Context: an optimization exercise on an open-source flow, tuned for small area. The choices shown serve that exercise and are no tape-out recipe. Where RTL was checked, it was by simulation tests only, not by an equivalence proof against the original.

## sliding_mode_heading_tracker
module sliding_mode_heading_tracker (
	input  logic        clk,
	input  logic        arst_n,
	input  logic        start,
	output logic        busy,
	input  shmt_pkg::in_word_t    pose,
	output logic        result_valid,
	output shmt_pkg::out_word_t   result,
	input  logic        cfg_we,
	input  logic [1:0]  cfg_idx,
	input  logic [14:0] cfg_data
);
Settings: LEC_CHECK=0, CAP_MARGIN=20, CORE_MARGIN=2, CORE_UTILIZATION=40, SLEW_MARGIN=20; clock period 10.0 ns.
run.sh (not shown) runs the stock make flow with config.mk's settings and CLKGATE_MAP_FILE= SYNTH_SCRIPT=/design/flow/synth_recipe.tcl, a recipe that flattens the netlist after the stock synthesis.
The first run completed with no timing, DRC or antenna violations.
Next try:
--- a/flow/design.v
+++ b/flow/design.v
@@ -84,12 +84,36 @@
 	assign c[0] = ci;
 	for (genvar i = 0; i < W; i++) begin : g_b
 		assign s[i] = a[i] ^ b[i] ^ c[i];
 		assign c[i+1] = (a[i] & b[i]) | (a[i] & c[i]) | (b[i] & c[i]);
 	end
 endmodule
+module shmt_sxadd #(
+	parameter int W = 32,
+	parameter int N = 16
+) (
+	input  logic [W-1:0] a,
+	input  logic [N-1:0] b,
+	input  logic         ci,
+	output logic [W-1:0] s
+);
+	logic [N:0]   lo;
+	logic         e, c, ic;
+	logic [W-N-1:0] w, hi, pa;
+	shmt_padd #(N + 1) u_lo (.a({1'b0, a[N-1:0]}), .b({1'b0, b}), .ci(ci), .s(lo), .s1());
+	assign e = b[N-1];
+	assign c = lo[N];
+	assign w = a[W-1:N] ^ {(W-N){e}};
+	assign ic = c ^ e;
+	always_comb begin
+		pa[0] = 1'b1;
+		for (int i = 1; i < W - N; i++) pa[i] = pa[i-1] & w[i-1];
+	end
+	assign hi = w ^ ({(W-N){ic}} & pa) ^ {(W-N){e}};
+	assign s = {hi, lo[N-1:0]};
+endmodule
 module shmt_t1_lut (input logic [5:0] i, output logic [27:0] o);
 	always_comb begin
 		case (i)
 			6'd0: o = 28'h1be4609;
 			6'd1: o = 28'h2c2653;
 			6'd2: o = 28'hd0e2d1;
@@ -565,16 +589,16 @@
 	for (genvar g = ROT_K; g < 16; g++) begin : g_rot
 		logic s;
 		logic [30:0] xo, yo, xsh, ysh;
 		assign s = qs[g][g];
 		assign xsh = $signed(qx[g]) >>> g;
 		assign ysh = $signed(qy[g]) >>> g;
-		shmt_padd #(31) u_x (.a(qx[g]), .b(ysh), .ci(s), .s(xo), .s1());
+		shmt_sxadd #(31, 31 - g) u_x (.a(qx[g]), .b(ysh[30-g:0]), .ci(s), .s(xo));
 		if (g < 15) begin : g_y
 			logic [30:0] r;
-			shmt_padd #(31) u_y (.a(qy[g]), .b(~xsh), .ci(1'b1), .s(r), .s1());
+			shmt_sxadd #(31, 31 - g) u_y (.a(qy[g]), .b(~xsh[30-g:0]), .ci(1'b1), .s(r));
 			assign yo = r ^ {31{s ^ qs[g][g+1]}};
 		end else begin : g_ny
 			assign yo = '0;
 		end
 		if (ROT_REG[g]) begin : g_r
 			logic        vq, zq;
=>
- The new run completed with no timing, DRC or antenna violations
- final cell count is higher by 0.51%
- design area is about the same
- synthesized cell count came out higher by 0.30%
- critical path depth grows by 10
- routed wire length goes up by 1.3%
Function was not checked in any run of this note: the RTL went through the layout flow alone.

* * *

sliding_mode_heading_tracker, a different RTL version from the one above (not shown whole).
For scale: ~14000 cells after synthesis, roughly 200 I/O pins.
Settings: LEC_CHECK=0, CAP_MARGIN=20, CORE_MARGIN=2, CORE_UTILIZATION=60, CTS_BUF_LIST=sky130_fd_sc_hd__clkbuf_4 sky130_fd_sc_hd__clkbuf_8, GPL_TIMING_DRIVEN=0, PLACE_DENSITY=0.75, SLEW_MARGIN=20; clock period 10.0 ns.
Edit:
--- a/flow/design.v
+++ b/flow/design.v
@@ -65,20 +65,35 @@
 		end
 	end
 	if (W > 1) begin : g_w
 		assign s  = p ^ {gg[W-2:0] | (pp[W-2:0] & {(W-1){ci}}), ci};
 		assign s1 = p ^ {gg[W-2:0] | pp[W-2:0], 1'b1};
 	end else begin : g_1
 		assign s  = p ^ ci;
 		assign s1 = ~p;
 	end
 endmodule
+module shmt_radd #(
+	parameter int W = 32
+) (
+	input  logic [W-1:0] a,
+	input  logic [W-1:0] b,
+	input  logic         ci,
+	output logic [W-1:0] s
+);
+	logic [W:0] c;
+	assign c[0] = ci;
+	for (genvar i = 0; i < W; i++) begin : g_b
+		assign s[i] = a[i] ^ b[i] ^ c[i];
+		assign c[i+1] = (a[i] & b[i]) | (a[i] & c[i]) | (b[i] & c[i]);
+	end
+endmodule
 module shmt_sxadd #(
 	parameter int W = 32,
 	parameter int N = 16
 ) (
 	input  logic [W-1:0] a,
 	input  logic [N-1:0] b,
 	input  logic         ci,
 	output logic [W-1:0] s
 );
 	logic [N:0]   lo;
@@ -631,19 +646,14 @@
 	logic [30:0] cos_c;
 	logic [45:0] vprod;
 	logic [14:0] v_fin;
 	always_comb begin
 		if (c_x[30])                     cos_c = '0;
 		else if (c_x > ONE_Q30)          cos_c = ONE_Q30;
 		else                             cos_c = c_x;
 		vprod = 46'(max_lin_q) * 46'(cos_c);
 		v_fin = c_vz ? 15'd0 : vprod[44:30];
 	end
-	always_ff @(posedge clk or negedge arst_n) begin
-		if (!arst_n) result_valid <= 1'b0;
-		else         result_valid <= c_v;
-	end
-	always_ff @(posedge clk) begin
-		result.linear_cmd  <= v_fin;
-		result.angular_cmd <= c_ang[15] ? -{1'b0, c_ang[14:0]} : {1'b0, c_ang[14:0]};
-	end
+	assign result_valid       = c_v;
+	assign result.linear_cmd  = v_fin;
+	assign result.angular_cmd = c_ang[15] ? -{1'b0, c_ang[14:0]} : {1'b0, c_ang[14:0]};
 endmodule
With this change the flow completed, yet does not pass: negative setup slack.
First-iteration DRC count shrinks by about 14%.
Fmax shrinks by 11%.
Global-route usage shrinks by 0.73 points.
Worst setup slack loses 1.2 ns.
Hold slack gains 0.044 ns.
Design area is about the same.
Only the layout flow was run in the second run of this note; the RTL was not checked for function there.

* * *

Setup of run a:
sliding_mode_heading_tracker, a different RTL version from the one above (not shown whole).
Size in the first run: about 200 I/O pins, ~120,000 um^2 of cells after synthesis.
make LEC_CHECK=0 CAP_MARGIN=20 CORE_MARGIN=2 CORE_UTILIZATION=60 CTS_BUF_LIST='sky130_fd_sc_hd__clkbuf_8 sky130_fd_sc_hd__clkbuf_16' CTS_CLUSTER_DIAMETER=80 CTS_CLUSTER_SIZE=30 PLACE_DENSITY=0.75 SLEW_MARGIN=20 finish   # period 10.0 ns
--- input diff run a..run b ---
--- a/flow/design.v
+++ b/flow/design.v
@@ -956,27 +956,25 @@
 			5'd25: o = {31'h3dc00228, 31'h10a95838};
 			5'd26: o = {31'h3b659d0e, 31'h6847787d};
 			5'd27: o = {31'h17b88783, 31'h3b659d0d};
 			5'd28: o = {31'h2bc29a28, 31'h515afa70};
 			5'd29: o = {31'h2ea50590, 31'h2bc29a25};
 			5'd30: o = {31'h3f9260f1, 31'h70577fa};
 			5'd31: o = {31'h78fa8806, 31'h3f9260ee};
 			default: o = '0;
 		endcase
 	end
 endmodule
-module shmt_rdec (input logic [16:0] e, output logic [15:0] s);
+module shmt_rdec (input logic [16:0] e, output logic [7:0] s, output logic [17:0] z4o);
 	logic [21:0] z4;
-	logic [17:0] z8;
 	logic [25:0] k4;
-	logic [17:0] k8;
 	logic [0:0] c0_0;
 	logic [1:0] c0_1;
 	logic [3:0] c0_2;
 	logic [7:0] c0_3;
 	logic [0:0] c1_0;
 	logic [1:0] c1_1;
 	logic [3:0] c1_2;
 	logic [7:0] c1_3;
 	assign c0_0[0] = $signed(e) >= $signed(17'h0);
 	assign c0_1[0] = $signed(e) >= $signed(17'h1e6df);
 	assign c0_1[1] = $signed(e) >= $signed(17'h1922);
@@ -1029,24 +1027,29 @@
 			4'd13: k4 = 26'h34f151a;
 			4'd14: k4 = 26'h3f3d198;
 			4'd15: k4 = 26'h261b1e2;
 			default: k4 = '0;
 		endcase
 	end
 	assign z4 = {e[10:0], 11'd0} + k4[21:0];
 	assign s[4] = c1_0[0];
 	assign s[5] = c1_1[s[4]];
 	assign s[6] = c1_2[s[5:4]];
 	assign s[7] = c1_3[s[6:4]];
+	assign z4o = z4[17:0];
+endmodule
+module shmt_rdec8 (input logic [3:0] s47, input logic [17:0] z4, output logic [15:8] s);
+	logic [17:0] z8;
+	logic [17:0] k8;
 	always_comb begin
-		case (s[7:4])
+		case (s47)
 			4'd0: k8 = 18'h1f9eb;
 			4'd1: k8 = 18'h2048f;
 			4'd2: k8 = 18'h1fb41;
 			4'd3: k8 = 18'h205e5;
 			4'd4: k8 = 18'h1fa15;
 			4'd5: k8 = 18'h204b9;
 			4'd6: k8 = 18'h1fb6b;
 			4'd7: k8 = 18'h2060f;
 			4'd8: k8 = 18'h1f9f1;
 			4'd9: k8 = 18'h20495;
 			4'd10: k8 = 18'h1fb47;
@@ -1275,47 +1278,53 @@
 	always_comb begin
 		abs_e = e_e13[16] ? 16'(-e_e13) : 16'(e_e13);
 		wmag  = (abs_e > BOUND_Q13) ? abs_e + 16'd4096 : 16'(wprod[27:15]);
 		cos_en = abs_e <= HALF_PI_Q13;
 		vzero = e_near || !cos_en;
 		if (e_near) mag = '0;
 		else if (17'(wmag) > 17'(max_turn_q)) mag = 16'(max_turn_q);
 		else if (17'(wmag) < 17'(min_turn_q) && 17'(wmag) >= TINY_Q12) mag = 16'(min_turn_q);
 		else mag = wmag;
 		ang = {e_e13[16], mag[14:0]};
 	end
-	logic [15:0] rs;
-	shmt_rdec u_rdec (.e(e_e13), .s(rs));
+	logic [7:0]  rs;
+	logic [17:0] rz4;
+	shmt_rdec u_rdec (.e(e_e13), .s(rs), .z4o(rz4));
 	logic        r_v;
-	logic [15:0] r_s, r_ang;
+	logic [7:0]  r_s;
+	logic [17:0] r_z4;
+	logic [15:0] r_ang;
 	logic        r_vz;
 	always_ff @(posedge clk or negedge arst_n) begin
 		if (!arst_n) r_v <= 1'b0;
 		else         r_v <= e_v;
 	end
 	always_ff @(posedge clk) begin
 		r_s   <= rs;
+		r_z4  <= rz4;
 		r_ang <= ang;
 		r_vz  <= vzero;
 	end
 	logic [16:ROT_K][30:0] qx;
 	logic [16:ROT_K][30:0] qy;   
 	logic [16:ROT_K][15:0] qs;
 	logic [16:ROT_K][15:0] qa;
 	logic [16:ROT_K]       qz;
 	logic [16:ROT_K]       qv;
 	logic [61:0] rxy;
 	shmt_rot_lut u_rot (.i(r_s[ROT_K-1:0]), .o(rxy));
 	assign qx[ROT_K] = rxy[61:31];
 	assign qy[ROT_K] = rxy[30:0] ^ {31{r_s[ROT_K]}};
-	assign qs[ROT_K] = r_s;
+	logic [15:8] rs_hi;
+	shmt_rdec8 u_rdec8 (.s47(r_s[7:4]), .z4(r_z4), .s(rs_hi));
+	assign qs[ROT_K] = {rs_hi, r_s};
 	assign qa[ROT_K] = r_ang;
 	assign qz[ROT_K] = r_vz;
 	assign qv[ROT_K] = r_v;
 	for (genvar g = ROT_K; g < 16; g++) begin : g_rot
 		logic s;
 		logic [30:0] xo, yo, xsh, ysh;
 		assign s = qs[g][g];
 		assign xsh = $signed(qx[g]) >>> g;
 		assign ysh = $signed(qy[g]) >>> g;
 		shmt_sxadd #(31, 31 - g) u_x (.a(qx[g]), .b(ysh[30-g:0]), .ci(s), .s(xo));
 		if (g < 15) begin : g_y
Findings:
- Run b: PASS, flow complete, no timing, DRC or antenna violations
- Run b vs. run a: sequential share of layout area was more or less identical, cell area higher, initial antenna violation count now sits higher.
- Run b vs run a: slew of the pin with the lowest slew margin up
- Lower synthesized-area fraction occupied by and/or/nand/nor cells was reported by run a, not run b.
- Run a and run b ended up with nearly the same filler cell count in the final layout.
- Looking at cell with the largest stage delay on the worst path, the sky130_fd_sc_hd__or4b_1 result is from run a; the sky130_fd_sc_hd__o41a_4 one comes from run b.
- Relative to run a, the netlist area before placement measured on run b has decreased slightly.
- Lower area growth from synthesis to final layout among run a and run b: run a

* * *

Another version of the RTL of sliding_mode_heading_tracker (not shown whole).
For scale: ~14000 cells after synthesis, ~1200 flip-flops, about 200 I/O pins.
==> module shmt_padd, before the edit <==
module shmt_padd #(
	parameter int W = 32
) (
	input  logic [W-1:0] a,
	input  logic [W-1:0] b,
	input  logic         ci,
	output logic [W-1:0] s,
	output logic [W-1:0] s1
);
	localparam int L = $clog2(W);
	logic [W-1:0] p, g;
	logic [W-1:0] gg, pp;
	always_comb begin
		p = a ^ b;
		g = a & b;
		gg = g;
		pp = p;
		for (int l = 0; l < L; l++) begin
			for (int j = W - 1; j >= 0; j--) begin
				if (((j + 1) % (2 << l)) == 0) begin
					gg[j] = gg[j] | (pp[j] & gg[j - (1 << l)]);
					pp[j] = pp[j] & pp[j - (1 << l)];
				end
			end
		end
		for (int l = L - 1; l >= 0; l--) begin
			for (int j = W - 1; j >= 0; j--) begin
				if (((j + 1) % (1 << l)) == 0 && ((j + 1) % (2 << l)) != 0 && j >= (2 << l)) begin
					gg[j] = gg[j] | (pp[j] & gg[j - (1 << l)]);
					pp[j] = pp[j] & pp[j - (1 << l)];
				end
			end
		end
	end
	if (W > 1) begin : g_w
		assign s  = p ^ {gg[W-2:0] | (pp[W-2:0] & {(W-1){ci}}), ci};
		assign s1 = p ^ {gg[W-2:0] | pp[W-2:0], 1'b1};
	end else begin : g_1
		assign s  = p ^ ci;
		assign s1 = ~p;
	end
endmodule
clock: 10.0 ns
lec_check: 0
cap_margin: 20
core_margin: 2
core_utilization: 40
slew_margin: 20
Rerun with:
--- a/flow/design.v
+++ b/flow/design.v
@@ -38,9 +38,9 @@
 	input  logic         ci,
 	output logic [W-1:0] s,
 	output logic [W-1:0] s1
 );
-	localparam int L = $clog2(W);
+	localparam int L = (W <= 2) ? 1 : (W <= 4) ? 2 : (W <= 8) ? 3 : (W <= 16) ? 4 : (W <= 32) ? 5 : 6;
 	logic [W-1:0] p, g;
 	logic [W-1:0] gg, pp;
 	always_comb begin
 		p = a ^ b;
After rerunning: The new run went through all stages and came out clean. Global-route usage stays the same. First-iteration DRC count does not change. Hold slack does not change. Die area does not change. Final area stays the same. Clock skew stays the same. Synthesized area does not change. Sequential share of layout area does not change. Via count does not change. Count of clock-buffer cells in the layout does not change.
The RTL of the first run of this note was laid out without a check of its function.

port drivers added, routing unchanged:
The flow's constraints put no driver on any port. The routed layouts listed below were extracted and timed again, unchanged, in two steps.
Step 1 (the two cells are an assumption about what drives the block):
set clk [get_ports {clk}]
set_driving_cell -lib_cell sky130_fd_sc_hd__clkbuf_16 $clk
set_driving_cell -lib_cell sky130_fd_sc_hd__buf_2 [delete_from_list [all_inputs] $clk]
Step 2 adds t to the input delays and takes it off the output delays; t is the mean of the earliest and latest rising clock arrival at the registers after step 1. Input paths then give back, and output paths get back, about the clock's delay inside the block.
Slacks: ideal / step 1 / step 2; pairs: ideal / step 1.
run	shift t [ns]	slack for setup (ns)	worst setup path after step 2	clock arrival spread, ns
the first run of note 1	0.914	0.549 / 0.583 / -0.288	input to register	0.066 / 0.066
the second run of note 1	0.904	0.541 / 0.546 / -0.292	input to register	0.098 / 0.097
the first run of note 2	1.091	0.296 / 0.309 / -0.751	input to register	0.108 / 0.108
the second run of note 2	1.020	-0.944 / -1.030 / -0.761	input to register	0.077 / 0.076
run a	0.839	0.486 / 0.486 / -0.256	input to register	0.071 / 0.071
run b	0.872	0.286 / 0.357 / -0.515	input to register	0.058 / 0.058
the first run of note 4	0.903	0.279 / 0.279 / -0.370	input to register	0.075 / 0.076
the second run of note 4	0.903	0.279 / 0.279 / -0.370	input to register	0.075 / 0.076
Met with ideal ports but missed after step 2: setup timing in 7 of these runs. The setup slack of the first run of note 2, which loses most, moves by +0.013 ns with the drivers and by -1.047 ns with both steps.
